This design comes from an exercise in tuning for small area on the open sky130 flow, not from production work.
Function was checked by simulation only, so behaviour that the tests miss may differ from the original.

## flow/design.v (module list and top-level ports; edited modules follow where they fit)
// module mdc_top: 1566 lines
// module mdc_fa: 4 lines
// module mdc_ha: 4 lines
module mdc_top (
    input  logic         clk,
    input  logic         rst_n,
    input  logic         in_valid,
    input  logic [14:0]  in_data,
    input  logic [8:0]   in_mode,
    output logic         out_valid,
    output logic [206:0] out_data
);
  // ...
==> flow/flow/run.sh <==
#!/bin/bash
# Own flow = the standard flow (standard.sh) with these changes:
#  2. the floorplan step only removes the synthesis buffers (REMOVE_ABC_BUFFERS=1) instead of
#     running a timing repair on unplaced, unrouted estimates (later steps still repair timing);
#  3. the port buffers use the smallest buffer cell instead of the default delay buffer.
# Every tool's output goes to a log file in this folder.
set -euo pipefail
rm -rf abcscripts
cp -r "$FLOW_HOME/scripts" abcscripts
cp flow/abc_area.script abcscripts/abc_area.script
bash standard.sh "SCRIPTS_DIR=$PWD/abcscripts" synth > synth.log 2>&1
bash standard.sh REMOVE_ABC_BUFFERS=1 "BUFFER_PORTS_ARGS=-buffer_cell sky130_fd_sc_hd__buf_1" finish > layout.log 2>&1
==> flow/flow/abc_area.script <==
strash
dch -f
amap -m -F 50 -A 50 -C 200
topo
stime -c
==> flow/standard.sh <==
#!/bin/bash
# synth_recipe.tcl (not shown) runs the flow's synth.tcl, then flattens the netlist and writes it again
# the make line also repeats each setting of config.mk as NAME=value (left out here)
make -C /OpenROAD-flow-scripts/flow DESIGN_CONFIG=/design/flow/config.mk WORK_HOME=/design/flow/orfs CLKGATE_MAP_FILE= SYNTH_SCRIPT=/design/flow/synth_recipe.tcl "${@:-finish}"
==> flow/config.mk <==
export PLATFORM = sky130hd
export DESIGN_NAME = mdc_top
export DESIGN_NICKNAME = mdc_top
export VERILOG_FILES = /design/flow/design.v
export SDC_FILE = /design/flow/constraint.sdc
export NUM_CORES = 8
export LEC_CHECK = 0
export ABC_AREA = 1
export CAP_MARGIN = 0
export CORE_MARGIN = 2
export CORE_UTILIZATION = 65
export CTS_BUF_LIST = sky130_fd_sc_hd__clkbuf_8
export CTS_CLUSTER_DIAMETER = 80
export CTS_CLUSTER_SIZE = 15
export GPL_TIMING_DRIVEN = 0
export SETUP_SLACK_MARGIN = 1.0
export SLEW_MARGIN = 0
export SYNTH_HIERARCHICAL = 1
export SYNTH_MINIMUM_KEEP_SIZE = 0
==> flow/constraint.sdc <==
create_clock -name core_clock -period 25.0 [get_ports {clk}]
set_input_delay 5.0000 -clock core_clock [delete_from_list [all_inputs] [get_ports {clk}]]
set_output_delay 5.0000 -clock core_clock [all_outputs]
set_load 0.01 [all_outputs]
==> impl_metrics.py, run 1 <==
metrics = {
    "cells_and_area": {
        "n_clock_buffer": 31,
        "clk_share_pct": 2.04,
        "largestClassByArea": "multi-input gates",
        "seq_cell_count": 409,
        "post-route-util_pct": 73.9,
    },
    "logic_synthesis": {
        "synth_edf_count": 1,
        "ys_top_cells_by_area": "dfxtp_1 40%, fa_1 26%, nor2_1 6.3%",
        "synth_compound_area_share_pct": 16.7,
        "synth_top_area_cell": "dfxtp_1",
        "ys_dominant_reg_cell": "dfxtp_1",
        "synth_top_family_by_area": "adder cells",
        "synth_commonest_cells": "406 x dfxtp_1, 339 x nor2_1, 267 x fa_1",
    },
    "sta": {
        "hold_viol": 0,
        "worst_pin_slew_ns": 1.37,
        "worst_slack_ns": 2.18,
    },
    "global_route": {
        "grt_max_degree": 143,
        "gr-max-usage-layer": "met2",
        "use_met2_pct": 61.2,
        "track_usage_pct": 38.2,
        "grt_pass1_vias": 16500,
    },
    "worst_hold_path": {
        "min_path_type": "flop to flop",
    },
    "drt": {
        "num_vias": 16400,
        "drc": 0,
        "drt_iter0_markers": 1761,
    },
    "status": {
        "status": "no timing/DRC/antenna violations",
    },
    "place": {
        "dp_hpwl_mm": 47.6,
        "dp_slack_ns": 2.45,
        "placed_cells": 2524,
    },
    "worst_setup_path": {
        "cp.required_ns": 25.52,
        "worstPathArrival_ns": 23.35,
        "startpoint_type": "flop",
        "ff2ff_path_depth": 55,
        "r2r-start": "c[4]",
        "worst-path-stages": 55,
    },
}
==> run 2, diff against run 1 <==
--- a/flow/config.mk
+++ b/flow/config.mk
@@ -10,3 +10,3 @@
 export CORE_MARGIN = 2
-export CORE_UTILIZATION = 65
+export CORE_UTILIZATION = 75
 export CTS_BUF_LIST = sky130_fd_sc_hd__clkbuf_8
==> impl_metrics.py, run 2 <==
metrics = {
    "status": {
        "status": "finished with violations",
        "check-failures": "max-capacitance violations, max-slew violations",
    },
    "worst_setup_path": {
        "cp_max_fo": 18,
        "setup.worst_path.class": "flop to flop",
        "startpoint_type": "flop",
        "startpoint": "c[4]",
        "worstPathArrival_ns": 23.64,
        "crit_top_cell": "fa_1",
        "cp.required_ns": 25.48,
        "cp-end-kind": "flop",
        "max_stage_delay_ns": 0.87,
        "r2r-start": "c[4]",
        "cpMaxStageDelayCell": "nor4_2",
    },
    "logic_synthesis": {
        "syn-cell-area_sq_mm": 0.0203,
        "ys_top_cells_by_area": "dfxtp_1 40%, fa_1 26%, nor2_1 6.3%",
        "synth_top_area_share_pct": 40.1,
        "synth_commonest_cells": "406 x dfxtp_1, 339 x nor2_1, 267 x fa_1",
        "ys_ff_latch": 409,
        "yosysWarnings": 9,
        "yosysMostFrequentCell": "dfxtp_1",
        "ys_seq_area_share_pct": 40.5,
        "async_flop_share_pct": 0.489,
        "syn-mean-instance-area_sq_um": 10.9,
        "syn-instance-count": 1856,
        "synthDistinctLibCells": 34,
        "ys_dominant_reg_cell": "dfxtp_1",
        "synth_top_area_cell": "dfxtp_1",
        "synth_edf_count": 1,
    },
    "drt": {
        "drt_iter0_markers": 2354,
        "wl_per_cell_um": 25.3,
        "vias_per_cell": 6.81,
        "antenna_left": 0,
        "num_vias": 17000,
        "wl_mm": 63.2,
        "drc": 0,
        "firstDrtPassIters": 6,
    },
    "clocking": {
        "cts_buffer_depth": 3,
        "clock_sinks": 409,
        "cts_tree": "done",
        "postCtsSetupBuffers": 0,
        "clk_pin_slew_worst_paths_ns": 0.10,
        "insertion_delay_ns": 0.62,
        "cts_made_buffers": 31,
        "root_buffer": "clkbuf_8",
        "hold_buffers": 0,
        "cts_resized": 0,
        "htree_num_levels": 1,
    },
    "sta": {
        "grt_setup_unrepaired": "no",
        "clock.fmax_ghz": 0.0432,
        "worst_pin_slew_ns": 1.50,
        "fin_crit_sh_pct": 92.7,
        "maxSlewViolCount": 13,
        "finalCriticalPeriod_ns": 23.16,
        "clock_skew_ns": 0.0337,
        "setup_viol": 0,
        "slew_headroom_pct": -0.512,
        "hold_viol": 0,
    },
    "global_route": {
        "track_usage_pct": 44.7,
        "grt_pass1_vias": 17100,
        "grt_max_degree": 107,
        "grt_antenna_before_repair": 1,
        "grt_overflow": 0,
        "grt_pass1_wl_mm": 95.9,
    },
    "cells_and_area": {
        "largest_reg_flops": 203,
        "final_common_cell": "dfxtp_1",
        "layout-drive-gt1-share_pct": 3.05,
        "antenna_cells": 0,
        "post-route-util_pct": 84.3,
        "area_growth_pct": 11.2,
        "final_cell_mix": "406 x dfxtp_1, 337 x nor2_1, 267 x fa_1",
        "nNetsFinal": 2507,
    },
    "place": {
        "dp_hpwl_mm": 48.0,
        "numPortBuffers": 234,
        "routabilityCongestion": 0.948,
    },
    "flow_run": {
        "cap_viol_max_count": 1,
    },
    "die": {
        "fp.dieArea_sq_mm": 0.0284,
        "initial_core_util_pct": 75.9,
        "die_height_um": 168,
        "pin_count": 235,
        "die_w_um": 168,
        "core_sq_mm": 0.0267,
        "row_count": 60,
    },
    "worst_hold_path": {
        "worstHoldStart": "mr[0][0]",
        "min_path_type": "flop to flop",
    },
}
-- run 2: modules after synthesis (local to each module, per instance) --
module / flip-flops and latches / area, sq um
mdc_top: 409 / 14400
mdc_fa: 0 / 20.0
mdc_ha: 0 / 12.5
-- run 2: cells by family (layout without fill, tap and decap cells) --
logic type / count (synthesis) / count (layout) / share of synthesized area, %
AO/OA/AOI/OAI: 489 / 489 / 16.7
XOR/XNOR: 2 / 2 / 0.0864
adder cells (fa/ha/maj): 319 / 319 / 29.6
buffers and inverters: 117 / 410 / 2.17
flip-flops: 409 / 409 / 40.5
other: 1 / 14 / 0.0185
AND/OR/NAND/NOR: 519 / 519 / 10.9
-- run 2: critical path, delay by kind of cell (launching register included) --
kind / cells / cell delay [ns]
AND/OR/NAND/NOR: 6 / 2.42
flip-flops: 1 / 0.63
buffers and inverters: 4 / 1.49
AO/OA/AOI/OAI: 7 / 2.33
adder cells (fa/ha/maj): 38 / 16.13
-- run 2: worst paths after layout --
| path | cells after the start | slack [ns] | to |
|---|---|---|---|
| min in group asynchronous | 1 | 4.14 | busy |
| worst max register to register | 55 | 1.84 | out_data[143] |
| worst min register to register | 0 | 0.33 | mr[1][0] |
| max in group asynchronous | 1 | 20.73 | out_valid |
| worst max-delay path | 55 | 1.84 | out_data[143] |
| worst min-delay path | 0 | 0.33 | mr[1][0] |
-- run 2: stage by stage --
stage / TNS, ns / setup slack [ns] / instance area, sq um / hold WS (ns) / cells
4_1_cts: 0 / 2.33 / 22500 / 0.327 / 2503
3_5_place_dp: 0 / 2.42 / 22100 / 0.312 / 2469
3_3_place_gp: -721.02 / -15.84 / 21600 / 0.310 / 2444
6_report: 0 / 1.84 / 22500 / 0.330 / 2503
5_1_grt: 0 / 1.22 / 22500 / 0.327 / 2503
2_1_floorplan: -137.25 / -5.69 / 20300 / 0.310 / 1869
-- run 2: final cells by class --
class,count,area (sq um)
multi-input combinational,1343,11700
clock inverter,3,23.8
clock buffer,31,427
tap,341,427
sequential,409,8210
inverter,117,445
timing repair buffer,259,1300
fill,1515,4190
-- run 2: per-layer routing --
metal	vias up	wire length [um]	track usage, %
li1	7138	-	-
met1	8226	22100	55.4
met2	1363	28700	71.5
met3	315	7350	9.47
met4	2	5050	29.6
met5	-	11	0
==> run 3, diff against run 2 <==
--- a/flow/config.mk
+++ b/flow/config.mk
@@ -8,3 +8,3 @@
 export ABC_AREA = 1
-export CAP_MARGIN = 0
+export CAP_MARGIN = 20
 export CORE_MARGIN = 2
@@ -14,5 +14,4 @@
 export CTS_CLUSTER_SIZE = 15
-export GPL_TIMING_DRIVEN = 0
 export SETUP_SLACK_MARGIN = 1.0
-export SLEW_MARGIN = 0
+export SLEW_MARGIN = 20
 export SYNTH_HIERARCHICAL = 1
==> impl_metrics.py, run 3 <==
metrics = {
    "sta": {
        "setup_viol": 0,
        "grt_setup_unrepaired": "no",
        "setup_tns_ns": 0,
        "clock.fmax_ghz": 0.0453,
        "finalCriticalPeriod_ns": 22.09,
        "maxSlewViolCount": 0,
        "slew_headroom_pct": 17.6,
        "whs_ns": 0.325,
        "clock_skew_ns": 0.0252,
        "fin_crit_sh_pct": 88.4,
        "worst_pin_slew_ns": 1.24,
        "hold_viol": 0,
    },
    "clocking": {
        "cts_buffer_depth": 3,
        "clock_sinks": 409,
        "cts_tree": "done",
        "cts_made_buffers": 34,
        "cts_resized": 0,
        "hold_buffers": 0,
        "htree_num_levels": 2,
        "clk_pin_slew_worst_paths_ns": 0.10,
        "root_buffer": "clkbuf_8",
        "insertion_delay_ns": 0.59,
        "postCtsSetupBuffers": 0,
    },
    "logic_synthesis": {
        "ys_ff_latch": 409,
        "yosysWarnings": 9,
        "syn-cell-area_sq_mm": 0.0203,
        "synth_edf_count": 1,
        "yosysMostFrequentCell": "dfxtp_1",
        "synthDistinctLibCells": 34,
        "syn-instance-count": 1856,
        "synth_top_area_share_pct": 40.1,
        "synth_top_area_cell": "dfxtp_1",
        "synth_commonest_cells": "406 x dfxtp_1, 339 x nor2_1, 267 x fa_1",
        "ys_top_cells_by_area": "dfxtp_1 40%, fa_1 26%, nor2_1 6.3%",
        "async_flop_share_pct": 0.489,
        "ys_seq_area_share_pct": 40.5,
        "syn-mean-instance-area_sq_um": 10.9,
        "ys_dominant_reg_cell": "dfxtp_1",
    },
    "die": {
        "die_w_um": 168,
        "pin_count": 235,
        "core_sq_mm": 0.0267,
        "row_count": 60,
        "fp.dieArea_sq_mm": 0.0284,
        "initial_core_util_pct": 75.9,
        "die_height_um": 168,
    },
    "cells_and_area": {
        "nNetsFinal": 2520,
        "nFillCells": 1503,
        "multiInputGateArea_sq_mm": 0.0117,
        "final_cell_mix": "406 x dfxtp_1, 338 x nor2_1, 267 x fa_1",
        "seq_area_sq_mm": 0.00821,
        "largest_reg_flops": 203,
        "layout-drive-gt1-share_pct": 4.04,
        "finalInstanceArea_sq_mm": 0.0225,
        "post-route-util_pct": 84.3,
        "area_growth_pct": 11.2,
        "final_common_cell": "dfxtp_1",
    },
    "drt": {
        "firstDrtPassIters": 7,
        "drc": 0,
        "antenna_left": 0,
        "wl_mm": 66.2,
        "vias_per_cell": 6.92,
        "drt_iter0_markers": 2667,
        "wl_per_cell_um": 26.3,
        "num_vias": 17500,
    },
    "worst_setup_path": {
        "cp.required_ns": 25.41,
        "worstPathArrival_ns": 22.50,
        "cp_max_fo": 18,
        "cp-end-kind": "flop",
        "setup.worst_path.class": "flop to flop",
        "cpMaxStageDelayCell": "nor4_1",
        "max_stage_delay_ns": 0.70,
        "crit_top_cell": "fa_1",
        "startpoint_type": "flop",
    },
    "global_route": {
        "grt_pass1_vias": 17200,
        "grt_overflow": 0,
        "grt_antenna_before_repair": 1,
        "grt_max_degree": 220,
        "track_usage_pct": 46.5,
        "grt_pass1_wl_mm": 99.1,
    },
    "worst_hold_path": {
        "min_path_type": "flop to flop",
    },
    "place": {
        "numPortBuffers": 234,
        "routabilityCongestion": 0.972,
        "dp_hpwl_mm": 48.7,
        "place_area_sq_mm": 0.0219,
    },
    "status": {
        "status": "no timing/DRC/antenna violations",
    },
    "flow_run": {
        "cap_viol_max_count": 0,
    },
}
[run 3: metal layers]
| metal | global-route usage, % | share of wire, % |
|---|---|---|
| met1 | 58.5 | 34 |
| met2 | 73.1 | 46 |
| met4 | 29.7 | 7.7 |
| met3 | 11.2 | 13 |
| met5 | 0 | 0.020 |
[run 3: logic make-up (layout without fill, tap and decap cells)]
family / after synthesis / after routing / synth area share, %
other: 1 / 15 / 0.0185
flip-flops: 409 / 409 / 40.5
XOR/XNOR: 2 / 2 / 0.0864
AO/OA/AOI/OAI: 489 / 489 / 16.7
buffers and inverters: 117 / 428 / 2.17
AND/OR/NAND/NOR: 519 / 519 / 10.9
adder cells (fa/ha/maj): 319 / 319 / 29.6
[run 3: final cells by class]
| class | count | area share (%) |
|---|---|---|
| diodes | 1 | 0.0111 |
| clock buffers | 34 | 2.08 |
| clock inverters | 8 | 0.450 |
| inverters | 117 | 1.97 |
| multi-input cells | 1343 | 52.1 |
| flip-flops and latches | 409 | 36.4 |
| well taps | 341 | 1.89 |
| repair buffers | 269 | 5.11 |
[run 3: final timing paths]
check	from	to	slack, ns	cells after the start
max in group asynchronous	rst_n	busy	20.69	1
worst max-delay path	c[4]	out_data[135]	2.91	59
worst min-delay path	mr[1][4]	mr[2][4]	0.33	0
min in group asynchronous	rst_n	busy	4.18	1
worst max register to register	c[4]	out_data[135]	2.91	59
worst min register to register	mr[1][4]	mr[2][4]	0.33	0
[run 3: through the flow]
stage / worst slack [ns] / std cells
after floorplan: -5.69 / 1869
after global placement: 3.88 / 2476
after detailed placement: 3.28 / 2478
after CTS: 3.11 / 2520
after global routing: 2.02 / 2521
final: 2.91 / 2522
[run 3: per-module statistics from Yosys (local to each module, per instance)]
module	copies in the design	area, sq um
mdc_fa	267	20.0
mdc_ha	45	12.5
mdc_top	1	14400
[run 3: critical path, delay by kind of cell, from the launching register on]
| kind | cells | cell delay (ns) |
|---|---|---|
| adders and majority gates | 38 | 15.83 |
| buffers and inverters | 6 | 1.83 |
| DFF | 1 | 0.60 |
| AOI/OAI and AO/OA | 8 | 1.35 |
| and+or+nand+nor | 7 | 2.27 |
==> run 4, diff against run 3 <==
--- a/flow/config.mk
+++ b/flow/config.mk
@@ -10,3 +10,3 @@
 export CORE_MARGIN = 2
-export CORE_UTILIZATION = 75
+export CORE_UTILIZATION = 65
 export CTS_BUF_LIST = sky130_fd_sc_hd__clkbuf_8
==> impl_metrics.py, run 4 <==
metrics = {
    "worst_hold_path": {
        "min_path_type": "flop to flop",
        "worstHoldStart": "mr[1][20]",
    },
    "drt": {
        "antenna_left": 0,
        "drc": 0,
        "wl_per_cell_um": 24.8,
        "vias_per_cell": 6.41,
        "wl_mm": 63.9,
        "drt_iter0_markers": 1954,
        "firstDrtPassIters": 8,
        "num_vias": 16500,
    },
    "logic_synthesis": {
        "ys_dominant_reg_cell": "dfxtp_1",
        "ys_ff_latch": 409,
        "synth_top_area_cell": "dfxtp_1",
        "syn-mean-instance-area_sq_um": 10.9,
        "yosysWarnings": 9,
        "yosysMostFrequentCell": "dfxtp_1",
        "synthDistinctLibCells": 34,
        "ys_seq_area_share_pct": 40.5,
        "syn-instance-count": 1856,
        "syn-cell-area_sq_mm": 0.0203,
        "synth_commonest_cells": "406 x dfxtp_1, 339 x nor2_1, 267 x fa_1",
        "async_flop_share_pct": 0.489,
        "synth_top_area_share_pct": 40.1,
        "synth_edf_count": 1,
        "ys_top_cells_by_area": "dfxtp_1 40%, fa_1 26%, nor2_1 6.3%",
    },
    "worst_setup_path": {
        "cp.required_ns": 25.42,
        "setup.worst_path.class": "flop to flop",
        "cp-end-kind": "flop",
        "startpoint": "c[4]",
        "worstPathArrival_ns": 22.00,
        "startpoint_type": "flop",
        "cp_max_fo": 18,
        "crit_top_cell": "fa_1",
        "max_stage_delay_ns": 0.77,
        "cpMaxStageDelayCell": "a21oi_1",
        "r2r-start": "c[4]",
    },
    "die": {
        "pin_count": 235,
        "die_w_um": 181,
        "die_height_um": 181,
        "row_count": 64,
        "fp.dieArea_sq_mm": 0.0326,
        "core_sq_mm": 0.0307,
        "initial_core_util_pct": 66.1,
    },
    "cells_and_area": {
        "post-route-util_pct": 73.7,
        "area_growth_pct": 11.4,
        "final_common_cell": "dfxtp_1",
        "final_cells": 2580,
        "largest_reg_flops": 203,
        "antenna_cells": 0,
        "layout-drive-gt1-share_pct": 4.08,
        "nNetsFinal": 2524,
        "nFillCells": 2280,
        "final_cell_mix": "406 x dfxtp_1, 337 x nor2_1, 267 x fa_1",
    },
    "global_route": {
        "grt_antenna_before_repair": 1,
        "grt_pass1_wl_mm": 97.8,
        "grt_pass1_vias": 16500,
        "track_usage_pct": 39.2,
        "grt_max_degree": 222,
        "grt_overflow": 0,
    },
    "clocking": {
        "cts_buffer_depth": 3,
        "htree_num_levels": 2,
        "root_buffer": "clkbuf_8",
        "cts_tree": "done",
        "postCtsSetupBuffers": 0,
        "cts_resized": 0,
        "clk_pin_slew_worst_paths_ns": 0.11,
        "clock_sinks": 409,
        "hold_buffers": 0,
        "cts_made_buffers": 34,
        "insertion_delay_ns": 0.58,
    },
    "flow_run": {
        "cap_viol_max_count": 0,
    },
    "status": {
        "status": "no timing/DRC/antenna violations",
    },
    "sta": {
        "finalCriticalPeriod_ns": 21.58,
        "worst_pin_slew_ns": 1.16,
        "setup_viol": 0,
        "clock.fmax_ghz": 0.0463,
        "clock_skew_ns": 0.0340,
        "hold_viol": 0,
        "setup_tns_ns": 0,
        "maxSlewViolCount": 0,
        "fin_crit_sh_pct": 86.3,
        "grt_setup_unrepaired": "no",
        "slew_headroom_pct": 22.9,
    },
    "place": {
        "dp_hpwl_mm": 47.4,
        "routabilityCongestion": 0.950,
        "placed_cells": 2538,
        "numPortBuffers": 234,
    },
}
## run 4: critical path: cells and delay by family (launching register included)
kind / cells / cell delay (ns)
fa+ha+maj: 38 / 15.75
compound gates: 8 / 2.39
buf+inv: 4 / 1.32
simple gates: 6 / 1.29
flops: 1 / 0.63
## run 4: worst paths after layout
| check | to | slack (ns) | cells past startpoint |
|---|---|---|---|
| max | out_data[135] | 3.42 | 56 |
| min | mr[2][20] | 0.32 | 0 |
| max reg2reg | out_data[135] | 3.42 | 56 |
| min reg2reg | mr[2][20] | 0.32 | 0 |
| max in group asynchronous | out_valid | 20.69 | 1 |
| min in group asynchronous | busy | 4.19 | 1 |
## run 4: kinds of logic after synthesis
family                     share of synthesized area (%)
AOI/OAI and AO/OA                                   16.7
other                                             0.0185
adders and majority gates                           29.6
and+or+nand+nor                                     10.9
DFF                                                 40.5
xor gates and xnor gates                          0.0864
buffers and inverters                               2.17
## run 4: cell type report
class                           instances  area [sq um]  share of cell area [%]
Clock buffer                           35           482                    2.13
Timing Repair Buffer                  273          1180                    5.24
Multi-Input combinational cell       1343         11700                    51.9
Clock inverter                          7          58.8                   0.260
Inverter                              117           444                    1.97
Sequential cell                       409          8210                    36.3
Tap cell                              396           495                    2.19
## run 4: per-stage QoR
step | hold slack, ns | area [sq um] | setup slack [ns]
3_5_place_dp | 0.312 | 22000 | 3.79
6_report | 0.323 | 22600 | 3.42
2_1_floorplan | 0.310 | 20300 | -5.69
4_1_cts | 0.322 | 22600 | 3.67
5_1_grt | 0.328 | 22600 | 2.43
3_3_place_gp | 0.309 | 22000 | 4.12
## run 4: per-module statistics from Yosys (local to each module, per instance)
module	copies in the design	cells inside	cell area, sq um
mdc_ha	45	1	12.5
mdc_top	1	1544	14400
mdc_fa	267	1	20.0
## run 4: layer usage
layer	share of wire, %	global-route usage [%]	vias to the layer above
met2	46	62.2	1058
li1	-	-	7186
met4	5.5	17.9	2
met3	9.9	7.11	205
met5	0.020	0	-
met1	39	53.0	8085
==> run 5, diff against run 4 <==
--- a/flow/config.mk
+++ b/flow/config.mk
@@ -11,3 +11,3 @@
 export CORE_UTILIZATION = 65
-export CTS_BUF_LIST = sky130_fd_sc_hd__clkbuf_8
+export CTS_BUF_LIST = sky130_fd_sc_hd__clkbuf_4 sky130_fd_sc_hd__clkbuf_8
 export CTS_CLUSTER_DIAMETER = 80
==> impl_metrics.py, run 5 <==
metrics = {
    "status": {
        "status": "no timing/DRC/antenna violations",
    },
    "drt": {
        "drt_iter0_markers": 1940,
        "wl_mm": 63.9,
        "firstDrtPassIters": 8,
        "wl_per_cell_um": 24.8,
        "drc": 0,
        "antenna_left": 0,
        "vias_per_cell": 6.42,
        "num_vias": 16600,
    },
    "sta": {
        "clock_skew_ns": 0.0322,
        "maxSlewViolCount": 0,
        "setup_viol": 0,
        "setup_tns_ns": 0,
        "whs_ns": 0.323,
        "grt_setup_unrepaired": "no",
        "fin_crit_sh_pct": 86.3,
        "clock.fmax_ghz": 0.0463,
        "hold_viol": 0,
        "worst_pin_slew_ns": 1.16,
        "finalCriticalPeriod_ns": 21.58,
        "slew_headroom_pct": 22.7,
    },
    "cells_and_area": {
        "layout-drive-gt1-share_pct": 4.17,
        "largest_reg_flops": 203,
        "antenna_cells": 0,
        "nNetsFinal": 2524,
        "final_common_cell": "dfxtp_1",
        "multiInputGateArea_sq_mm": 0.0117,
        "final_cell_mix": "406 x dfxtp_1, 337 x nor2_1, 267 x fa_1",
        "post-route-util_pct": 73.7,
        "nFillCells": 2278,
        "seq_area_sq_mm": 0.00821,
        "final_cells": 2580,
        "area_growth_pct": 11.5,
    },
    "logic_synthesis": {
        "yosysMostFrequentCell": "dfxtp_1",
        "synth_compound_area_share_pct": 16.7,
        "syn-cell-area_sq_mm": 0.0203,
        "ys_dominant_reg_cell": "dfxtp_1",
        "yosysWarnings": 9,
        "synthDistinctLibCells": 34,
        "synth_top_family_by_area": "adder cells",
        "muxShareOfSynthArea_pct": 0,
        "ys_ff_latch": 409,
        "synth_top_area_share_pct": 40.1,
        "syn-mean-instance-area_sq_um": 10.9,
        "ys_top_cells_by_area": "dfxtp_1 40%, fa_1 26%, nor2_1 6.3%",
        "synth_fa_ha_area_share_pct": 29.6,
        "syn-instance-count": 1856,
        "synth_top_area_cell": "dfxtp_1",
        "yosys.area_share.simple_pct": 10.9,
        "synth_edf_count": 1,
        "synth_commonest_cells": "406 x dfxtp_1, 339 x nor2_1, 267 x fa_1",
        "async_flop_share_pct": 0.489,
        "ys_seq_area_share_pct": 40.5,
        "synthXorXnorAreaFrac_pct": 0.0864,
    },
    "global_route": {
        "grt_pass1_wl_mm": 97.8,
        "grt_max_degree": 222,
        "track_usage_pct": 39.2,
        "grt_pass1_vias": 16500,
        "grt_overflow": 0,
        "grt_antenna_before_repair": 1,
    },
    "clocking": {
        "cts_tree": "done",
        "clk_pin_slew_worst_paths_ns": 0.11,
        "insertion_delay_ns": 0.58,
        "postCtsSetupBuffers": 0,
        "cts_resized": 0,
        "root_buffer": "clkbuf_8",
        "cts_made_buffers": 34,
        "cts_buffer_depth": 3,
        "clock_sinks": 409,
        "hold_buffers": 0,
        "htree_num_levels": 2,
    },
    "die": {
        "core_sq_mm": 0.0307,
        "pin_count": 235,
        "die_w_um": 181,
        "die_height_um": 181,
        "row_count": 64,
        "fp.dieArea_sq_mm": 0.0326,
        "initial_core_util_pct": 66.1,
    },
    "worst_setup_path": {
        "worstPathArrival_ns": 22.00,
        "r2r_slack_ns": 3.42,
        "max_stage_delay_ns": 0.77,
        "cp-end-kind": "flop",
        "crit_top_cell": "fa_1",
        "setup.worst_path.class": "flop to flop",
        "cp.required_ns": 25.41,
        "startpoint_type": "flop",
        "cp_max_fo": 18,
        "cpMaxStageDelayCell": "a21oi_1",
    },
    "worst_hold_path": {
        "min_path_type": "flop to flop",
    },
    "place": {
        "placed_cells": 2538,
        "dp_hpwl_mm": 47.4,
        "numPortBuffers": 234,
        "routabilityCongestion": 0.950,
    },
    "flow_run": {
        "cap_viol_max_count": 0,
    },
}
-- run 5: cell type report --
cell class / count / share of cell area, %
Sequential cell: 409 / 36.3
Multi-Input combinational cell: 1343 / 51.9
Clock inverter: 5 / 0.227
Timing Repair Buffer: 273 / 5.24
Inverter: 117 / 1.97
Tap cell: 396 / 2.19
Clock buffer: 37 / 2.20
-- run 5: logic make-up (layout without fill, tap and decap cells) --
| group | Yosys count | count (layout) |
|---|---|---|
| xor gates and xnor gates | 2 | 2 |
| adders and majority gates | 319 | 319 |
| AOI/OAI and AO/OA | 489 | 489 |
| DFF | 409 | 409 |
| other | 1 | 14 |
| and+or+nand+nor | 519 | 519 |
| buffers and inverters | 117 | 432 |
-- run 5: per-stage QoR --
step | instance area (sq um) | setup WS, ns
after floorplan | 20300 | -5.69
after global routing | 22600 | 2.43
after global placement | 22000 | 4.12
after detailed placement | 22000 | 3.79
after CTS | 22600 | 3.67
final | 22600 | 3.42
-- run 5: worst max-delay path: cells and delay by family, from the launching register on --
family / cells / cell delay (ns)
AO/OA/AOI/OAI: 8 / 2.43
adder cells (fa/ha/maj): 38 / 15.73
buffers and inverters: 4 / 1.33
flip-flops: 1 / 0.62
AND/OR/NAND/NOR: 6 / 1.29
-- run 5: path summary, 6_finish.rpt --
kind	cells past startpoint	from	endpoint
min in group asynchronous	1	rst_n	busy
worst max register to register	56	c[4]	out_data[152]
max in group asynchronous	1	rst_n	out_valid
worst min register to register	0	mr[1][20]	mr[2][20]
worst min-delay path	0	mr[1][20]	mr[2][20]
worst max-delay path	56	c[4]	out_data[152]
-- run 5: per-module statistics from Yosys, one instance, submodules excluded --
module   cell area (sq um)  flops+latches
mdc_top              14400            409
mdc_ha                12.5              0
mdc_fa                20.0              0
-- run 5: per-layer routing --
layer | part of all wire, % | global-route usage (%) | vias up
met3 | 10 | 7.11 | 214
met5 | 0.020 | 0 | -
met1 | 39 | 53.0 | 8077
li1 | - | - | 7187
met2 | 46 | 62.2 | 1085
met4 | 5.6 | 17.9 | 2
==> run 6, diff against run 5 <==
--- a/flow/config.mk
+++ b/flow/config.mk
@@ -11,5 +11,5 @@
 export CORE_UTILIZATION = 65
-export CTS_BUF_LIST = sky130_fd_sc_hd__clkbuf_4 sky130_fd_sc_hd__clkbuf_8
-export CTS_CLUSTER_DIAMETER = 80
-export CTS_CLUSTER_SIZE = 15
+export CTS_BUF_LIST = sky130_fd_sc_hd__clkbuf_16
+export CTS_CLUSTER_DIAMETER = 70
+export CTS_CLUSTER_SIZE = 24
 export SETUP_SLACK_MARGIN = 1.0
==> impl_metrics.py, run 6 <==
metrics = {
    "drt": {
        "drc": 0,
        "vias_per_cell": 6.42,
        "wl_mm": 63.6,
        "firstDrtPassIters": 10,
        "drt_iter0_markers": 2102,
        "wl_per_cell_um": 24.7,
        "antenna_left": 0,
        "num_vias": 16500,
    },
    "die": {
        "row_count": 64,
        "initial_core_util_pct": 66.1,
        "core_sq_mm": 0.0307,
        "pin_count": 235,
        "die_w_um": 181,
        "fp.dieArea_sq_mm": 0.0326,
        "die_height_um": 181,
    },
    "clocking": {
        "insertion_delay_ns": 0.56,
        "root_buffer": "clkbuf_16",
        "clk_pin_slew_worst_paths_ns": 0.09,
        "postCtsSetupBuffers": 0,
        "hold_buffers": 0,
        "clock_sinks": 409,
        "htree_num_levels": 1,
        "cts_tree": "done",
        "cts_buffer_depth": 3,
        "cts_resized": 0,
        "cts_made_buffers": 24,
    },
    "logic_synthesis": {
        "synth_top_area_share_pct": 40.1,
        "ys_seq_area_share_pct": 40.5,
        "syn-instance-count": 1856,
        "muxShareOfSynthArea_pct": 0,
        "synthXorXnorAreaFrac_pct": 0.0864,
        "syn-mean-instance-area_sq_um": 10.9,
        "synth_edf_count": 1,
        "synthDistinctLibCells": 34,
        "async_flop_share_pct": 0.489,
        "ys_dominant_reg_cell": "dfxtp_1",
        "yosysMostFrequentCell": "dfxtp_1",
        "synth_commonest_cells": "406 x dfxtp_1, 339 x nor2_1, 267 x fa_1",
        "synth_compound_area_share_pct": 16.7,
        "ys_top_cells_by_area": "dfxtp_1 40%, fa_1 26%, nor2_1 6.3%",
        "synth_top_family_by_area": "adder cells",
        "synth_top_area_cell": "dfxtp_1",
        "synth_fa_ha_area_share_pct": 29.6,
        "yosysWarnings": 9,
        "yosys.area_share.simple_pct": 10.9,
        "ys_ff_latch": 409,
        "syn-cell-area_sq_mm": 0.0203,
    },
    "cells_and_area": {
        "final_common_cell": "dfxtp_1",
        "antenna_cells": 0,
        "area_growth_pct": 12.5,
        "nFillCells": 2240,
        "largest_reg_flops": 203,
        "final_cell_mix": "406 x dfxtp_1, 337 x nor2_1, 267 x fa_1",
        "nNetsFinal": 2515,
        "multiInputGateArea_sq_mm": 0.0117,
        "seq_area_sq_mm": 0.00821,
        "finalInstanceArea_sq_mm": 0.0228,
        "layout-drive-gt1-share_pct": 3.81,
    },
    "worst_setup_path": {
        "startpoint_type": "flop",
        "cp_max_fo": 18,
        "cp.required_ns": 25.39,
        "cp-end-kind": "flop",
        "setup.worst_path.class": "flop to flop",
        "max_stage_delay_ns": 0.79,
        "crit_top_cell": "fa_1",
        "worstPathArrival_ns": 21.93,
        "cpMaxStageDelayCell": "a21oi_1",
    },
    "place": {
        "routabilityCongestion": 0.950,
        "numPortBuffers": 234,
        "place_area_sq_mm": 0.0220,
        "dp_hpwl_mm": 47.4,
    },
    "sta": {
        "hold_viol": 0,
        "fin_crit_sh_pct": 86.1,
        "grt_setup_unrepaired": "no",
        "setup_viol": 0,
        "whs_ns": 0.330,
        "worst_pin_slew_ns": 1.16,
        "clock.fmax_ghz": 0.0464,
        "finalCriticalPeriod_ns": 21.53,
        "clock_skew_ns": 0.0229,
        "slew_headroom_pct": 23.0,
        "maxSlewViolCount": 0,
    },
    "worst_hold_path": {
        "min_path_type": "flop to flop",
    },
    "global_route": {
        "grt_pass1_vias": 16300,
        "grt_overflow": 0,
        "grt_antenna_before_repair": 1,
        "track_usage_pct": 38.9,
        "grt_pass1_wl_mm": 97.2,
        "grt_max_degree": 222,
    },
    "status": {
        "status": "no timing/DRC/antenna violations",
    },
    "flow_run": {
        "cap_viol_max_count": 0,
    },
}
run 6: cell counts after synthesis:
Identical to the previous run, type by type.
run 6: per-module statistics from Yosys (local to each module, per instance):
module	times used	flops+latches	cells inside	cell area (sq um)
mdc_top	1	409	1544	14400
mdc_fa	267	0	1	20.0
mdc_ha	45	0	1	12.5
run 6: per-layer routing:
metal	part of all wire, %	global-route usage (%)	vias to the layer above
met5	0.020	0	-
met1	39	53.0	8112
met2	46	62.6	1064
li1	-	-	7185
met3	9.6	5.86	184
met4	5.1	16.7	2
run 6: cell families (layout without fill, tap and decap cells):
kind of cell,count (synthesis),after routing
simple gates,519,519
compound gates,489,489
flops,409,409
fa+ha+maj,319,319
buf+inv,117,428
xor+xnor,2,2
other cells,1,14
run 6: worst paths after layout:
path	startpoint	to	slack (ns)	cells past startpoint
worst max register to register	c[4]	out_data[138]	3.47	56
worst min register to register	ln[4][2]	ln[5][2]	0.33	0
min in group asynchronous	rst_n	busy	4.21	1
worst min-delay path	ln[4][2]	ln[5][2]	0.33	0
max in group asynchronous	rst_n	out_valid	20.66	1
worst max-delay path	c[4]	out_data[138]	3.47	56
run 6: per-stage QoR:
stage | TNS, ns | cells | util, % | setup WS, ns
CTS | 0 | 2575 | 74.3 | 3.65
floorplan | -137.25 | 1869 | - | -5.69
global route | 0 | 2576 | 74.4 | 2.50
detailed placement | 0 | 2538 | 71.8 | 3.79
global placement | 0 | 2538 | 71.8 | 4.12
finish | 0 | 2576 | 74.4 | 3.47
run 6: final cells by class:
cell class | instances | area share (%)
Tap cell | 396 | 2.17
Inverter | 117 | 1.95
Sequential cell | 409 | 36.0
Clock buffer | 25 | 2.74
Timing Repair Buffer | 274 | 5.22
Multi-Input combinational cell | 1343 | 51.4
Clock inverter | 12 | 0.559
run 6: worst max-delay path: cells and delay by family (launching register included):
family,cells,cell delay [ns]
simple gates,6,1.24
flops,1,0.61
fa+ha+maj,38,15.76
buf+inv,4,1.30
compound gates,8,2.40
==> run 7, diff against run 6 <==
--- a/flow/config.mk
+++ b/flow/config.mk
@@ -11,5 +11,6 @@
 export CORE_UTILIZATION = 65
-export CTS_BUF_LIST = sky130_fd_sc_hd__clkbuf_16
+export CTS_BUF_LIST = sky130_fd_sc_hd__clkbuf_8
 export CTS_CLUSTER_DIAMETER = 70
-export CTS_CLUSTER_SIZE = 24
+export CTS_CLUSTER_SIZE = 16
+export GPL_TIMING_DRIVEN = 0
 export SETUP_SLACK_MARGIN = 1.0
==> impl_metrics.py, run 7 <==
metrics = {
    "drt": {
        "vias_per_cell": 6.46,
        "drc": 0,
        "wl_mm": 62.9,
        "firstDrtPassIters": 7,
        "drt_iter0_markers": 1807,
        "antenna_left": 0,
        "wl_per_cell_um": 24.5,
        "num_vias": 16600,
    },
    "worst_setup_path": {
        "cp_max_fo": 18,
        "setup.worst_path.class": "flop to flop",
        "r2r_slack_ns": 2.47,
        "max_stage_delay_ns": 0.77,
        "cpMaxStageDelayCell": "nor4_2",
        "cp-end-kind": "flop",
        "cp.required_ns": 25.53,
        "r2r-start": "c[4]",
        "ff2ff_path_depth": 57,
        "startpoint_type": "flop",
        "worstPathArrival_ns": 23.05,
        "crit_top_cell": "fa_1",
        "r2r_end": "out_data[138]",
    },
    "die": {
        "die_height_um": 181,
        "fp.dieArea_sq_mm": 0.0326,
        "initial_core_util_pct": 66.1,
        "pin_count": 235,
        "row_count": 64,
        "die_w_um": 181,
        "core_sq_mm": 0.0307,
    },
    "sta": {
        "slew_headroom_pct": 19.0,
        "setup_viol": 0,
        "grt_setup_unrepaired": "no",
        "setup_tns_ns": 0,
        "worst_pin_slew_ns": 1.22,
        "maxSlewViolCount": 0,
        "fin_crit_sh_pct": 90.1,
        "clock.fmax_ghz": 0.0444,
        "hold_viol": 0,
        "worst_slack_ns": 2.47,
        "finalCriticalPeriod_ns": 22.53,
        "clock_skew_ns": 0.0185,
    },
    "clocking": {
        "cts_resized": 0,
        "cts_buffer_depth": 3,
        "root_buffer": "clkbuf_8",
        "clock_sinks": 409,
        "clk_pin_slew_worst_paths_ns": 0.10,
        "cts_made_buffers": 30,
        "htree_num_levels": 1,
        "hold_buffers": 0,
        "postCtsSetupBuffers": 0,
        "cts_tree": "done",
        "insertion_delay_ns": 0.64,
    },
    "place": {
        "routabilityCongestion": 0.922,
        "dp_slack_ns": 2.50,
        "numPortBuffers": 234,
        "placed_cells": 2527,
        "dp_hpwl_mm": 48.1,
    },
    "cells_and_area": {
        "final_cells": 2564,
        "final_common_cell": "dfxtp_1",
        "post-route-util_pct": 74.5,
        "nFillCells": 2277,
        "largest_reg_flops": 203,
        "layout-drive-gt1-share_pct": 4.57,
        "nNetsFinal": 2509,
        "area_growth_pct": 12.7,
        "antenna_cells": 0,
        "final_cell_mix": "406 x dfxtp_1, 335 x nor2_1, 267 x fa_1",
    },
    "logic_synthesis": {
        "yosysMostFrequentCell": "dfxtp_1",
        "yosysWarnings": 9,
        "syn-cell-area_sq_mm": 0.0203,
        "yosys.area_share.simple_pct": 10.9,
        "synth_compound_area_share_pct": 16.7,
        "ys_top_cells_by_area": "dfxtp_1 40%, fa_1 26%, nor2_1 6.3%",
        "synth_commonest_cells": "406 x dfxtp_1, 339 x nor2_1, 267 x fa_1",
        "async_flop_share_pct": 0.489,
        "synth_fa_ha_area_share_pct": 29.6,
        "synth_top_family_by_area": "adder cells",
        "synth_edf_count": 1,
        "synth_top_area_share_pct": 40.1,
        "synthXorXnorAreaFrac_pct": 0.0864,
        "syn-mean-instance-area_sq_um": 10.9,
        "syn-instance-count": 1856,
        "synthDistinctLibCells": 34,
        "muxShareOfSynthArea_pct": 0,
        "synth_top_area_cell": "dfxtp_1",
        "ys_seq_area_share_pct": 40.5,
        "ys_ff_latch": 409,
        "ys_dominant_reg_cell": "dfxtp_1",
    },
    "global_route": {
        "grt_max_degree": 107,
        "track_usage_pct": 38.6,
        "grt_antenna_before_repair": 0,
        "grt_pass1_vias": 16500,
        "grt_pass1_wl_mm": 96.5,
        "grt_overflow": 0,
    },
    "worst_hold_path": {
        "min_path_type": "flop to flop",
        "min_path_cells": 0,
        "whs_endpoint": "mr[2][6]",
        "worstHoldStart": "mr[1][6]",
    },
    "flow_run": {
        "cap_viol_max_count": 0,
    },
    "status": {
        "status": "no timing/DRC/antenna violations",
    },
}
[run 7: cell type report]
| type | instances | area (sq um) | share of cell area [%] |
|---|---|---|---|
| Sequential cell | 409 | 8210 | 35.9 |
| Tap cell | 396 | 495 | 2.17 |
| Multi-Input combinational cell | 1343 | 11900 | 51.9 |
| Timing Repair Buffer | 262 | 1330 | 5.83 |
| Inverter | 117 | 447 | 1.95 |
| Clock buffer | 31 | 427 | 1.87 |
| Clock inverter | 6 | 77.6 | 0.339 |
[run 7: cell families (layout without fill, tap and decap cells)]
logic type | Yosys count | count (layout)
DFF | 409 | 409
AOI/OAI and AO/OA | 489 | 489
other | 1 | 14
buffers and inverters | 117 | 416
and+or+nand+nor | 519 | 519
adders and majority gates | 319 | 319
xor gates and xnor gates | 2 | 2
[run 7: worst max-delay path by stage]
stage | startpoint | endpoint | slack [ns]
floorplan | sel3 | out_data[135] | -5.69
global placement | sel3 | out_data[145] | -16.43
detailed placement | c[4] | out_data[151] | 2.50
CTS | c[4] | out_data[138] | 2.40
global route | c[4] | out_data[138] | 1.64
finish | c[4] | out_data[138] | 2.47
[run 7: stage by stage]
| stage | hold WS [ns] | instance area [sq um] |
|---|---|---|
| 3_3_place_gp | 0.310 | 21700 |
| 6_report | 0.329 | 22900 |
| 5_1_grt | 0.339 | 22900 |
| 2_1_floorplan | 0.310 | 20300 |
| 4_1_cts | 0.324 | 22800 |
| 3_5_place_dp | 0.312 | 22300 |
[run 7: modules after synthesis (local to each module, per instance)]
module	area, sq um	times used	cells inside	flops+latches
mdc_top	14400	1	1544	409
mdc_fa	20.0	267	1	0
mdc_ha	12.5	45	1	0
[run 7: worst max-delay path: cells and delay by family (launching register included)]
family	cells	cell delay, ns
adders and majority gates	38	15.94
AOI/OAI and AO/OA	8	1.93
and+or+nand+nor	7	2.42
DFF	1	0.62
buffers and inverters	4	1.46
[run 7: metal layers]
layer / part of all wire [%] / track usage [%]
met1: 38 / 51.0
met2: 46 / 62.3
met3: 9.9 / 6.79
met4: 5.6 / 18.4
met5: 0 / 0
==> run 8, diff against run 7 <==
--- a/flow/config.mk
+++ b/flow/config.mk
@@ -14,3 +14,2 @@
 export CTS_CLUSTER_SIZE = 16
-export GPL_TIMING_DRIVEN = 0
 export SETUP_SLACK_MARGIN = 1.0
==> impl_metrics.py, run 8 <==
metrics = {
    "status": {
        "status": "no timing/DRC/antenna violations",
    },
    "worst_setup_path": {
        "max_stage_delay_ns": 0.78,
        "r2r_end": "out_data[142]",
        "startpoint": "c[4]",
        "startpoint_type": "flop",
        "r2r_slack_ns": 3.34,
        "cp.required_ns": 25.47,
        "r2r-start": "c[4]",
        "ff2ff_path_depth": 56,
        "endpoint": "out_data[142]",
        "cp-end-kind": "flop",
        "cp_max_fo": 18,
        "cpMaxStageDelayCell": "a21oi_1",
        "setup.worst_path.class": "flop to flop",
        "worstPathArrival_ns": 22.13,
        "crit_top_cell": "fa_1",
    },
    "clocking": {
        "clk_pin_slew_worst_paths_ns": 0.11,
        "cts_buffer_depth": 3,
        "insertion_delay_ns": 0.65,
        "cts_tree": "done",
        "postCtsSetupBuffers": 0,
        "htree_num_levels": 1,
        "cts_made_buffers": 31,
        "clock_sinks": 409,
        "root_buffer": "clkbuf_8",
        "hold_buffers": 0,
        "cts_resized": 0,
    },
    "die": {
        "core_sq_mm": 0.0307,
        "pin_count": 235,
        "row_count": 64,
        "fp.dieArea_sq_mm": 0.0326,
        "die_w_um": 181,
        "die_height_um": 181,
        "initial_core_util_pct": 66.1,
    },
    "cells_and_area": {
        "largest_reg_flops": 203,
        "area_growth_pct": 11.2,
        "final_cells": 2575,
        "final_cell_mix": "406 x dfxtp_1, 337 x nor2_1, 267 x fa_1",
        "final_common_cell": "dfxtp_1",
        "nNetsFinal": 2521,
        "post-route-util_pct": 73.5,
        "layout-drive-gt1-share_pct": 3.90,
        "finalInstanceArea_sq_mm": 0.0225,
        "antenna_cells": 0,
    },
    "logic_synthesis": {
        "ys_seq_area_share_pct": 40.5,
        "yosysMostFrequentCell": "dfxtp_1",
        "synth_top_area_cell": "dfxtp_1",
        "syn-instance-count": 1856,
        "syn-mean-instance-area_sq_um": 10.9,
        "ys_ff_latch": 409,
        "syn-cell-area_sq_mm": 0.0203,
        "synth_top_area_share_pct": 40.1,
        "ys_top_cells_by_area": "dfxtp_1 40%, fa_1 26%, nor2_1 6.3%",
        "synth_commonest_cells": "406 x dfxtp_1, 339 x nor2_1, 267 x fa_1",
        "synthDistinctLibCells": 34,
        "async_flop_share_pct": 0.489,
        "yosysWarnings": 9,
        "synth_edf_count": 1,
        "ys_dominant_reg_cell": "dfxtp_1",
    },
    "sta": {
        "grt_setup_unrepaired": "no",
        "maxSlewViolCount": 0,
        "worst_slack_ns": 3.34,
        "clock.fmax_ghz": 0.0462,
        "worst_pin_slew_ns": 1.15,
        "clock_skew_ns": 0.0301,
        "setup_viol": 0,
        "slew_headroom_pct": 23.0,
        "hold_viol": 0,
        "fin_crit_sh_pct": 86.6,
        "finalCriticalPeriod_ns": 21.66,
        "setup_tns_ns": 0,
    },
    "worst_hold_path": {
        "min_path_type": "flop to flop",
    },
    "drt": {
        "drt_iter0_markers": 1968,
        "num_vias": 16600,
        "wl_per_cell_um": 24.6,
        "drc": 0,
        "firstDrtPassIters": 6,
        "vias_per_cell": 6.44,
        "antenna_left": 0,
        "wl_mm": 63.4,
    },
    "flow_run": {
        "cap_viol_max_count": 0,
    },
    "place": {
        "place_area_sq_mm": 0.0220,
        "dp_hpwl_mm": 47.4,
        "dp_slack_ns": 3.79,
        "placed_cells": 2538,
        "numPortBuffers": 234,
        "routabilityCongestion": 0.950,
    },
    "global_route": {
        "grt_pass1_wl_mm": 97.0,
        "grt_max_degree": 222,
        "grt_overflow": 0,
        "track_usage_pct": 38.8,
        "grt_antenna_before_repair": 1,
        "grt_pass1_vias": 16400,
    },
}
-- run 8: cell counts after synthesis --
No cell type changed its count.
-- run 8: modules after synthesis (local to each module, per instance) --
module | copies in the design | cell area, sq um
mdc_ha | 45 | 12.5
mdc_fa | 267 | 20.0
mdc_top | 1 | 14400
-- run 8: area by class of cell --
cell class | instances | area [sq um]
flip-flops and latches | 409 | 8210
repair buffers | 273 | 1180
clock buffers | 31 | 427
multi-input cells | 1343 | 11700
well taps | 396 | 495
inverters | 117 | 444
fillers | 2273 | 8130
clock inverters | 6 | 61.3
-- run 8: metal layers --
layer  global-route usage, %  up-vias  part of all wire (%)
li1                        -     7164                     -
met1                    52.6     8094                    38
met2                    62.3     1129                    46
met3                    6.55      187                    11
met4                    16.7        2                   5.1
met5                       0        -                 0.021
-- run 8: kinds of logic (layout without fill, tap and decap cells) --
| group | after synthesis | in the layout | share of synthesized area [%] |
|---|---|---|---|
| XOR/XNOR | 2 | 2 | 0.0864 |
| flip-flops | 409 | 409 | 40.5 |
| AND/OR/NAND/NOR | 519 | 519 | 10.9 |
| AO/OA/AOI/OAI | 489 | 489 | 16.7 |
| buffers and inverters | 117 | 427 | 2.17 |
| other | 1 | 14 | 0.0185 |
| adder cells (fa/ha/maj) | 319 | 319 | 29.6 |
-- run 8: critical path: cells and delay by family (launching register included) --
kind	cells	cell delay (ns)
adder cells (fa/ha/maj)	38	15.79
buffers and inverters	4	1.31
flip-flops	1	0.62
AND/OR/NAND/NOR	6	1.30
AO/OA/AOI/OAI	8	2.42
-- run 8: how the worst min path moves through the flow --
stage / from / end / slack [ns] / depth (start not counted)
CTS: ln[4][7] / ln[5][7] / 0.32 / 0
global route: ln[4][7] / ln[5][7] / 0.33 / 0
finish: ln[4][7] / ln[5][7] / 0.32 / 0
detailed placement: ln[10][9] / ln[11][9] / 0.31 / 0
global placement: ln[4][2] / ln[5][2] / 0.31 / 0
floorplan: ln[10][0] / ln[11][0] / 0.31 / 0
-- run 8: through the flow --
step,hold WS (ns)
after floorplan,0.310
after global placement,0.309
after detailed placement,0.312
after CTS,0.324
after global routing,0.330
final,0.317
==> run 9, diff against run 8 <==
--- a/flow/config.mk
+++ b/flow/config.mk
@@ -12,3 +12,3 @@
 export CTS_BUF_LIST = sky130_fd_sc_hd__clkbuf_8
-export CTS_CLUSTER_DIAMETER = 70
+export CTS_CLUSTER_DIAMETER = 60
 export CTS_CLUSTER_SIZE = 16
==> impl_metrics.py, run 9 <==
metrics = {
    "clocking": {
        "cts_resized": 0,
        "root_buffer": "clkbuf_8",
        "postCtsSetupBuffers": 0,
        "cts_buffer_depth": 3,
        "cts_made_buffers": 35,
        "htree_num_levels": 2,
        "clk_pin_slew_worst_paths_ns": 0.10,
        "hold_buffers": 0,
        "insertion_delay_ns": 0.57,
        "clock_sinks": 409,
        "cts_tree": "done",
    },
    "logic_synthesis": {
        "muxShareOfSynthArea_pct": 0,
        "syn-mean-instance-area_sq_um": 10.9,
        "syn-cell-area_sq_mm": 0.0203,
        "ys_ff_latch": 409,
        "synth_fa_ha_area_share_pct": 29.6,
        "synth_top_area_cell": "dfxtp_1",
        "synth_commonest_cells": "406 x dfxtp_1, 339 x nor2_1, 267 x fa_1",
        "ys_dominant_reg_cell": "dfxtp_1",
        "ys_top_cells_by_area": "dfxtp_1 40%, fa_1 26%, nor2_1 6.3%",
        "async_flop_share_pct": 0.489,
        "synthXorXnorAreaFrac_pct": 0.0864,
        "yosysWarnings": 9,
        "synth_top_family_by_area": "adder cells",
        "synth_edf_count": 1,
        "ys_seq_area_share_pct": 40.5,
        "syn-instance-count": 1856,
        "synth_top_area_share_pct": 40.1,
        "yosys.area_share.simple_pct": 10.9,
        "synthDistinctLibCells": 34,
        "synth_compound_area_share_pct": 16.7,
        "yosysMostFrequentCell": "dfxtp_1",
    },
    "worst_setup_path": {
        "cp-end-kind": "flop",
        "r2r_end": "out_data[152]",
        "r2r-start": "c[4]",
        "cp_max_fo": 18,
        "crit_top_cell": "fa_1",
        "ff2ff_path_depth": 56,
        "startpoint_type": "flop",
        "max_stage_delay_ns": 0.77,
        "cp.required_ns": 25.40,
        "worstPathArrival_ns": 22.00,
        "cpMaxStageDelayCell": "a21oi_1",
        "setup.worst_path.class": "flop to flop",
        "r2r_slack_ns": 3.40,
    },
    "die": {
        "core_sq_mm": 0.0307,
        "initial_core_util_pct": 66.1,
        "pin_count": 235,
        "row_count": 64,
        "die_w_um": 181,
        "die_height_um": 181,
        "fp.dieArea_sq_mm": 0.0326,
    },
    "sta": {
        "finalCriticalPeriod_ns": 21.60,
        "setup_viol": 0,
        "clock_skew_ns": 0.0216,
        "worst_slack_ns": 3.40,
        "maxSlewViolCount": 0,
        "whs_ns": 0.319,
        "clock.fmax_ghz": 0.0463,
        "fin_crit_sh_pct": 86.4,
        "worst_pin_slew_ns": 1.15,
        "hold_viol": 0,
        "grt_setup_unrepaired": "no",
        "setup_tns_ns": 0,
        "slew_headroom_pct": 23.3,
    },
    "worst_hold_path": {
        "min_path_type": "flop to flop",
        "worstHoldStart": "ln[4][8]",
        "whs_endpoint": "ln[5][8]",
        "min_path_cells": 0,
    },
    "drt": {
        "drt_iter0_markers": 1945,
        "wl_per_cell_um": 24.6,
        "vias_per_cell": 6.40,
        "antenna_left": 0,
        "num_vias": 16600,
        "met1Wirelength_mm": 24.5,
        "drc": 0,
        "met3_wirelength_mm": 6.57,
        "wl_mm": 63.7,
        "top_layer_used": "met5",
        "wl_met2_mm": 28.9,
        "firstDrtPassIters": 8,
    },
    "global_route": {
        "grt_pass1_wl_mm": 97.3,
        "grt_overflow": 0,
        "grt_antenna_before_repair": 1,
        "track_usage_pct": 38.9,
        "grt_pass1_vias": 16500,
        "grt_max_degree": 222,
    },
    "cells_and_area": {
        "nNetsFinal": 2525,
        "final_cell_mix": "406 x dfxtp_1, 337 x nor2_1, 267 x fa_1",
        "largest_reg_flops": 203,
        "area_growth_pct": 12.1,
        "nFillCells": 2247,
        "antenna_cells": 0,
        "layout-drive-gt1-share_pct": 4.43,
        "final_cells": 2587,
        "final_common_cell": "dfxtp_1",
    },
    "place": {
        "placed_cells": 2538,
        "routabilityCongestion": 0.950,
        "numPortBuffers": 234,
        "dp_slack_ns": 3.79,
        "dp_hpwl_mm": 47.4,
    },
    "status": {
        "status": "no timing/DRC/antenna violations",
    },
    "flow_run": {
        "cap_viol_max_count": 0,
    },
}
[run 9: cell type report]
| cell class | instances | area (sq um) | area share [%] |
|---|---|---|---|
| inverter | 117 | 444 | 1.95 |
| tap | 396 | 495 | 2.18 |
| clock inverter | 12 | 158 | 0.694 |
| clock buffer | 37 | 509 | 2.24 |
| timing repair buffer | 273 | 1180 | 5.21 |
| multi-input combinational | 1343 | 11700 | 51.6 |
| sequential | 409 | 8210 | 36.1 |
[run 9: worst max path at each step]
stage | start | endpoint | cells past startpoint
after floorplan | sel3 | out_data[135] | 47
after global placement | c[4] | out_data[141] | 58
after detailed placement | c[4] | out_data[146] | 58
after CTS | c[4] | out_data[152] | 56
after global routing | c[4] | out_data[145] | 56
final | c[4] | out_data[152] | 56
[run 9: through the flow]
stage          area, sq um  utilization, %
2_1_floorplan        20300               -
3_3_place_gp         22000            71.8
3_5_place_dp         22000            71.8
4_1_cts              22700            74.0
5_1_grt              22700            74.1
6_report             22700            74.1
[run 9: cell families (layout without fill, tap and decap cells)]
logic type / after synthesis / after routing
flip-flops: 409 / 409
other: 1 / 14
buffers and inverters: 117 / 439
AND/OR/NAND/NOR: 519 / 519
adder cells (fa/ha/maj): 319 / 319
AO/OA/AOI/OAI: 489 / 489
XOR/XNOR: 2 / 2
[run 9: per-module statistics from Yosys (local to each module, per instance)]
module | times used | cells inside
mdc_fa | 267 | 1
mdc_ha | 45 | 1
mdc_top | 1 | 1544
[run 9: layer usage]
metal / global-route usage, % / vias up
met2: 61.4 / 1081
met4: 19.2 / 2
met5: 0 / -
met1: 52.6 / 8073
li1: - / 7189
met3: 6.93 / 213
[run 9: worst max-delay path, delay by kind of cell (launching register included)]
kind / cells / cell delay, ns
buffers and inverters: 4 / 1.33
AOI/OAI and AO/OA: 8 / 2.38
DFF: 1 / 0.63
adders and majority gates: 38 / 15.76
and+or+nand+nor: 6 / 1.31

==> separate check: timing with driven ports <==
The flow's constraints put no driver on any port. The routed layouts listed below were extracted and timed again, unchanged, in two steps.
Step 1 assumes that a clkbuf_16 drives the clock port and a buf_2 every other input.
Step 2 also shifts input and output timing later by t, the mid clock arrival at the registers, as if the neighbouring blocks saw the same clock.
Three values: ideal ports, drivers, drivers and shift; two values: the first two.
run | t, ns | setup slack, ns | clock arrival spread, ns | worst slew at a driven data input, ns | cell pins on the clock port's net
run 1 | 0.680 | 2.176 / 2.176 / 2.176 | 0.024 / 0.024 | 0.03 | 1
run 2 | 0.652 | 1.836 / 1.836 / 1.836 | 0.034 / 0.034 | 0.03 | 1
run 3 | 0.627 | 2.911 / 2.911 / 2.911 | 0.026 / 0.026 | 0.03 | 1
run 4 | 0.615 | 3.421 / 3.421 / 3.421 | 0.034 / 0.034 | 0.03 | 1
run 5 | 0.614 | 3.419 / 3.419 / 3.419 | 0.032 / 0.032 | 0.03 | 1
run 6 | 0.599 | 3.466 / 3.466 / 3.466 | 0.024 / 0.024 | 0.03 | 1
run 7 | 0.687 | 2.475 / 2.475 / 2.475 | 0.019 / 0.018 | 0.03 | 1
run 8 | 0.679 | 3.342 / 3.342 / 3.342 | 0.030 / 0.030 | 0.03 | 1
run 9 | 0.605 | 3.396 / 3.396 / 3.396 | 0.022 / 0.022 | 0.03 | 1
